Background: an optimization exercise with open tools, aiming at small area, a short achievable clock period and few clock cycles per item. Do not read the settings as production practice.
In this exercise RTL edits were held to simulation tests only and were not proved equivalent to the original.

==> exp/pepper <==
==> flow/design.v (excerpt) <==
module fir_convolution_correlation_modes (
  input  logic                                    clk_i,
  input  logic                                    rst_ni,
  input  logic                                    in_valid_i,
  output logic                                    in_ready_o,
  input  logic                                    cmd_i,
  input  logic [fccm_pkg::TAP_IDX_W-1:0]          tap_index_i,
  input  logic signed [fccm_pkg::SAMPLE_BITS-1:0] data_value_i,
  input  logic                                    end_of_block_i,
  output logic                                    out_valid_o,
  input  logic                                    out_ready_i,
  output logic signed [fccm_pkg::RES_BITS-1:0]    result_value_o,
  output logic                                    last_result_o,
  input  logic                                    cfg_valid_i,
  output logic                                    cfg_ready_o,
  input  logic [fccm_pkg::REG_IDX_W-1:0]          cfg_index_i,
  input  logic [fccm_pkg::CFG_W-1:0]              cfg_data_i
);
make LEC_CHECK=0 CAP_MARGIN=20 CORE_MARGIN=2 CORE_UTILIZATION=40 SETUP_SLACK_MARGIN=4.6 SLEW_MARGIN=20 finish   # period 8.0 ns
run.sh (not shown) runs the stock make flow with config.mk's settings and CLKGATE_MAP_FILE= SYNTH_SCRIPT=/design/flow/synth_recipe.tcl, a recipe that flattens the netlist after the stock synthesis.
==> exp/onyx: changes against exp/pepper <==
Settings changed: CORE_UTILIZATION 40 to 50, CTS_CLUSTER_DIAMETER set to 100, CTS_CLUSTER_SIZE set to 30.
==> results.ini <==
[detailed_routing]
routedWlPerCell_um = 31.9
wl_met1_mm = 177

[floorplan]
tapCellCount = 3570
die_h_um = 525

[setup_path]
cp_top_family = compound AO/OA/AOI/OAI gates
critPathCapture = nlim_q[5]

[grt]
globalRouteMet3Util = 0.0848
grtUsageTotal = 0.331

[place]
place_inst = 14300

[status]
outcome = no timing/DRC/antenna violations

[timing]
post-route-period-util = 0.459

# the run above: exp/onyx

==> results.ini <==
[status]
outcome = no timing/DRC/antenna violations

[place]
place_inst = 15200

[setup_path]
cp_top_family = buffers and inverters
critPathCapture = tend_q[0]

[floorplan]
die_h_um = 587
tapCellCount = 4515

[detailed_routing]
routedWlPerCell_um = 30.1
wl_met1_mm = 182

# the run above: exp/pepper

Testbench counts of exp/pepper, summed over its fixed seeds: cycles 12,376, results 3,895.
Testbench counts of exp/onyx, summed over its fixed seeds: cycles 12,376, results 3,895.


==> build 1 <==
fir_convolution_correlation_modes, a different RTL version from the one above (not shown whole).
// fir_convolution_correlation_modes
module fir_convolution_correlation_modes (
  input  logic                                    clk_i,
  input  logic                                    rst_ni,
  input  logic                                    in_valid_i,
  output logic                                    in_ready_o,
  input  logic                                    cmd_i,
  input  logic [fccm_pkg::TAP_IDX_W-1:0]          tap_index_i,
  input  logic signed [fccm_pkg::SAMPLE_BITS-1:0] data_value_i,
  input  logic                                    end_of_block_i,
  output logic                                    out_valid_o,
  input  logic                                    out_ready_i,
  output logic signed [fccm_pkg::RES_BITS-1:0]    result_value_o,
  output logic                                    last_result_o,
  input  logic                                    cfg_valid_i,
  output logic                                    cfg_ready_o,
  input  logic [fccm_pkg::REG_IDX_W-1:0]          cfg_index_i,
  input  logic [fccm_pkg::CFG_W-1:0]              cfg_data_i
);
clock: 8.0 ns
lec_check: 0
cap_margin: 20
core_margin: 2
core_utilization: 40
setup_slack_margin: 4.5
slew_margin: 20
==> trial 52: changes against build 1 <==
--- a/flow/design.v
+++ b/flow/design.v
@@ -2104,20 +2104,37 @@
         2'd1: op_q   <= cfg_data_i[0];
         2'd2: k_q    <= k_cfg;
         default: ;
       endcase
     end
   end
-  logic       valid_m, same_m, full_m;
-  logic [4:0] km1;
+  logic       valid_m, same_m, full_m, tails_m;
+  logic [4:0] km1, t_end;
   logic [3:0] half;
-  assign valid_m = mode_q[1];
-  assign same_m  = (mode_q == 2'd1);
-  assign full_m  = (mode_q == 2'd0);
-  assign km1     = 5'(k_q - 6'd1);
-  assign half    = km1[4:1];
+  logic [4:0] km1_c, t_end_c;
+  assign km1_c   = 5'(k_q - 6'd1);
+  assign t_end_c = (mode_q == 2'd0) ? km1_c : {1'b0, km1_c[4:1]};
+  always_ff @(posedge clk_i or negedge rst_ni) begin
+    if (!rst_ni) begin
+      valid_m <= 1'b0;
+      same_m  <= 1'b0;
+      full_m  <= 1'b1;
+      tails_m <= 1'b0;
+      km1     <= 5'd0;
+      half    <= 4'd0;
+      t_end   <= 5'd0;
+    end else begin
+      valid_m <= mode_q[1];
+      same_m  <= mode_q == 2'd1;
+      full_m  <= mode_q == 2'd0;
+      tails_m <= !mode_q[1] && (t_end_c != 5'd0);
+      km1     <= km1_c;
+      half    <= km1_c[4:1];
+      t_end   <= t_end_c;
+    end
+  end
   logic        ib_cmd, ib_eob;
   logic [4:0]  ib_idx;
   logic [15:0] ib_data;
   logic        ib_valid, ib_pop;
   fccm_ctrl u_ibuf (
     .clk_i        (clk_i),
@@ -2159,39 +2176,42 @@
   end
   logic       act_q, last_q, first_q, rl_q, credit_q;
   logic [1:0] rnd_q, rhi_q;
   logic [5:0] lim_q;
   logic       tail_q, temit_q, tlast_q, y0e_q;
   logic [4:0] tt_q, tend_q, tstart_q;
-  logic [5:0] fill_q;
+  logic [5:0] fn_q;       
+  logic [5:0] nlim_q;     
   logic [4:0] pos_q;      
-  logic       bnew_q;     
   logic [2:0] alloc_q;
   logic [NR-1:0]   rsel_q;
   logic [2*NR-1:0] ksel_q;
   logic [P-1:0]    msk_q;
   logic free;
   logic do_tail, do_tap, do_samp, shift, start;
-  logic [5:0]  fill_base, fill_new, lim_new;
+  logic [5:0]  lim_new, fn_inc, fn_d;
   logic        res_last, tails, y0_last, y0e_a, y0e_h;
-  logic [4:0]  t_end, t_start, pos_inc, pos_a;
+  logic [4:0]  t_start, pos_inc, pos_a;
   logic        out_acc;
   assign free     = !act_q || last_q;
   assign do_tail  = free && tail_q && credit_q;
   assign do_tap   = free && !tail_q && ib_valid && !ib_cmd;
   assign do_samp  = free && !tail_q && ib_valid && ib_cmd && credit_q && !rot_busy_q &&
                     !cfg_recent_q;
   assign shift    = do_tail || do_samp;
   assign ib_pop   = do_tap || do_samp;
   assign start    = (do_samp && y0e_q) || (do_tail && temit_q);
-  assign fill_base = bnew_q ? 6'd0 : fill_q;
-  assign fill_new  = (fill_base == 6'd32) ? 6'd32 : fill_base + 6'd1;
-  assign lim_new   = (fill_new < k_q) ? fill_new : k_q;
+  assign lim_new = nlim_q;
+  assign fn_inc  = (fn_q == 6'd32) ? 6'd32 : fn_q + 6'd1;
+  always_comb begin
+    if (do_samp)      fn_d = (ib_eob && !tails) ? 6'd1 : fn_inc;
+    else if (do_tail) fn_d = tlast_q ? 6'd1 : fn_inc;
+    else              fn_d = fn_q;
+  end
   always_comb begin
-    t_end   = full_m ? km1 : 5'(half);
-    tails   = ib_eob && !valid_m && (t_end != 5'd0);
+    tails   = ib_eob && tails_m;
     y0_last = ib_eob && !tails;
     if (same_m && (5'(half) > pos_q)) t_start = 5'(half) - pos_q;
     else t_start = 5'd1;
     res_last = tail_q ? tlast_q : y0_last;
     pos_inc  = (pos_q == 5'd31) ? 5'd31 : pos_q + 5'd1;
     pos_a    = ib_eob ? 5'd0 : pos_inc;
@@ -2236,15 +2256,15 @@
       temit_q  <= 1'b0;
       tlast_q  <= 1'b0;
       y0e_q    <= 1'b1;
       tt_q     <= 5'd0;
       tend_q   <= 5'd0;
       tstart_q <= 5'd0;
-      fill_q   <= 6'd0;
+      fn_q     <= 6'd1;
+      nlim_q   <= 6'd1;
       pos_q    <= 5'd0;
-      bnew_q   <= 1'b1;
       alloc_q  <= '0;
       credit_q <= 1'b1;
     end else begin
       act_q   <= start || (act_q && !last_q);
       first_q <= start;
       if (start) begin
@@ -2268,17 +2288,17 @@
           ksel_q[r]    <= !op_q && rnx == 2'(r);
           ksel_q[NR+r] <= op_q && rnx == 2'(r);
         end
       end
       alloc_q  <= start ? alloc_s : alloc_n;
       credit_q <= start ? (alloc_s < 3'(F)) : (alloc_n < 3'(F));
-      if (shift) fill_q <= fill_new;
+      fn_q   <= fn_d;
+      nlim_q <= (fn_d < k_q) ? fn_d : k_q;
       if (do_samp) begin
         pos_q  <= pos_a;
         y0e_q  <= y0e_a;
-        bnew_q <= ib_eob && !tails;
         if (tails) begin
           tail_q   <= 1'b1;
           tt_q     <= 5'd1;
           tend_q   <= t_end;
           tstart_q <= t_start;
           temit_q  <= t_start <= 5'd1;
@@ -2288,16 +2308,13 @@
         y0e_q <= y0e_h;
       end
       if (do_tail) begin
         tt_q    <= tt_q + 5'd1;
         temit_q <= tt_q + 5'd1 >= tstart_q;
         tlast_q <= tt_q + 5'd1 == tend_q;
-        if (tlast_q) begin
-          tail_q <= 1'b0;
-          bnew_q <= 1'b1;
-        end
+        if (tlast_q) tail_q <= 1'b0;
       end
     end
   end
   logic [511:0] kern_q;    
   logic [511:0] hist_q;    
   logic [4:0] kw_slot;
@@ -2365,46 +2382,39 @@
       .c_o (lc[j*LW +: LW])
     );
   end
   always_ff @(posedge clk_i) begin
     ls_q <= ls;
     lc_q <= lc;
+    f2_q <= f1_q;
     r2_q <= r1_q;
   end
   logic [4*W-1:0] p, p_q;
-  logic r3_q;
+  logic f3_q, r3_q;
   fccm_sum1 u_sum1 (
     .ls_i (ls_q),
     .lc_i (lc_q),
     .r_o  (p)
   );
   always_ff @(posedge clk_i) begin
     p_q  <= p;
+    f3_q <= f2_q;
     r3_q <= r2_q;
   end
-  logic [W-1:0] acc_s_q, acc_c_q, sum_s, sum_c, res_s_q, res_c_q;
+  logic [W-1:0] acc_s_q, acc_c_q, sum_s, sum_c;
   logic r4_q;
   fccm_sum2 u_sum2 (
     .r_i  (p_q),
-    .fa_i (acc_s_q),
-    .fb_i (acc_c_q),
+    .fa_i (f3_q ? '0 : acc_s_q),
+    .fb_i (f3_q ? '0 : acc_c_q),
     .s_o  (sum_s),
     .c_o  (sum_c)
   );
-  always_ff @(posedge clk_i or negedge rst_ni) begin
-    if (!rst_ni) begin
-      acc_s_q <= '0;
-      acc_c_q <= '0;
-    end else begin
-      acc_s_q <= (v3_q && !l3_q) ? sum_s : '0;
-      acc_c_q <= (v3_q && !l3_q) ? sum_c : '0;
-    end
-  end
   always_ff @(posedge clk_i) begin
-    res_s_q <= sum_s;
-    res_c_q <= sum_c;
+    acc_s_q <= sum_s;
+    acc_c_q <= sum_c;
     r4_q    <= r3_q;
   end
   logic v3_q, l3_q, v4_q;
   always_ff @(posedge clk_i or negedge rst_ni) begin
     if (!rst_ni) begin
       v1_q <= 1'b0;
@@ -2426,13 +2436,13 @@
   end
   logic [W-1:0]    q_val_q [F];
   logic            q_last_q [F];
   logic [2:0] q_cnt_q, q_wr;
   logic            ov_q;
   logic [W-1:0]    res_sum;
-  assign res_sum = res_s_q + res_c_q;
+  assign res_sum = acc_s_q + acc_c_q;
   assign q_wr    = q_cnt_q - 3'(out_acc);
   always_ff @(posedge clk_i) begin
     for (int i = 0; i < F; i++) begin
       if (v4_q && q_wr == 3'(i)) begin
         q_val_q[i]  <= res_sum;
         q_last_q[i] <= r4_q;
CORE_UTILIZATION = 50   (was 40)
CTS_CLUSTER_DIAMETER = 80   (was not set)
CTS_CLUSTER_SIZE = 24   (was not set)
SETUP_SLACK_MARGIN = 4.8   (was 4.5)
==> summary of the runs <==
Global-route usage: build 1 is lower than trial 52 (7.1 points). Of build 1 and trial 52, trial 52 has the higher setup slack (gap 760 ps). Of trial 52 and build 1, build 1 has the higher critical path depth (gap 12).
Testbench counts of build 1, summed over its fixed seeds: cycles 12,376, results 3,895.
Testbench counts of trial 52, summed over its fixed seeds: cycles 12,376, results 3,895.

[port drivers added, routing unchanged]
No port has a modelled driver above. Below, the same layouts with a new extraction and two added sets of constraints. Step 1 sets driving cells, clkbuf_16 on the clock port and buf_2 on the other inputs (assumed; they add their load-dependent delay and slew). Step 2 moves the port delays by t, midway between the first and last clock arrival at a register: inputs arrive t later, outputs are due t later. That takes back most of the time a late clock gives input paths. a / b / c = ideal ports / drivers / drivers and shift; a / b = the first two.
| run | t, ns | setup slack, ns | clock arrival spread, ns |
|---|---|---|---|
| exp/pepper | 1.006 | 4.526 / 4.526 / 3.752 | 0.097 / 0.097 |
| exp/onyx | 0.925 | 4.329 / 4.329 / 3.820 | 0.065 / 0.065 |
| build 1 | 1.032 | 3.996 / 3.996 / 3.670 | 0.100 / 0.100 |
| trial 52 | 0.966 | 4.757 / 4.756 / 4.228 | 0.050 / 0.050 |
After both steps setup and hold are still met in every run listed. For exp/pepper, which loses most, drivers alone change the setup slack by 0.000 ns; drivers and shift together by -0.774 ns.
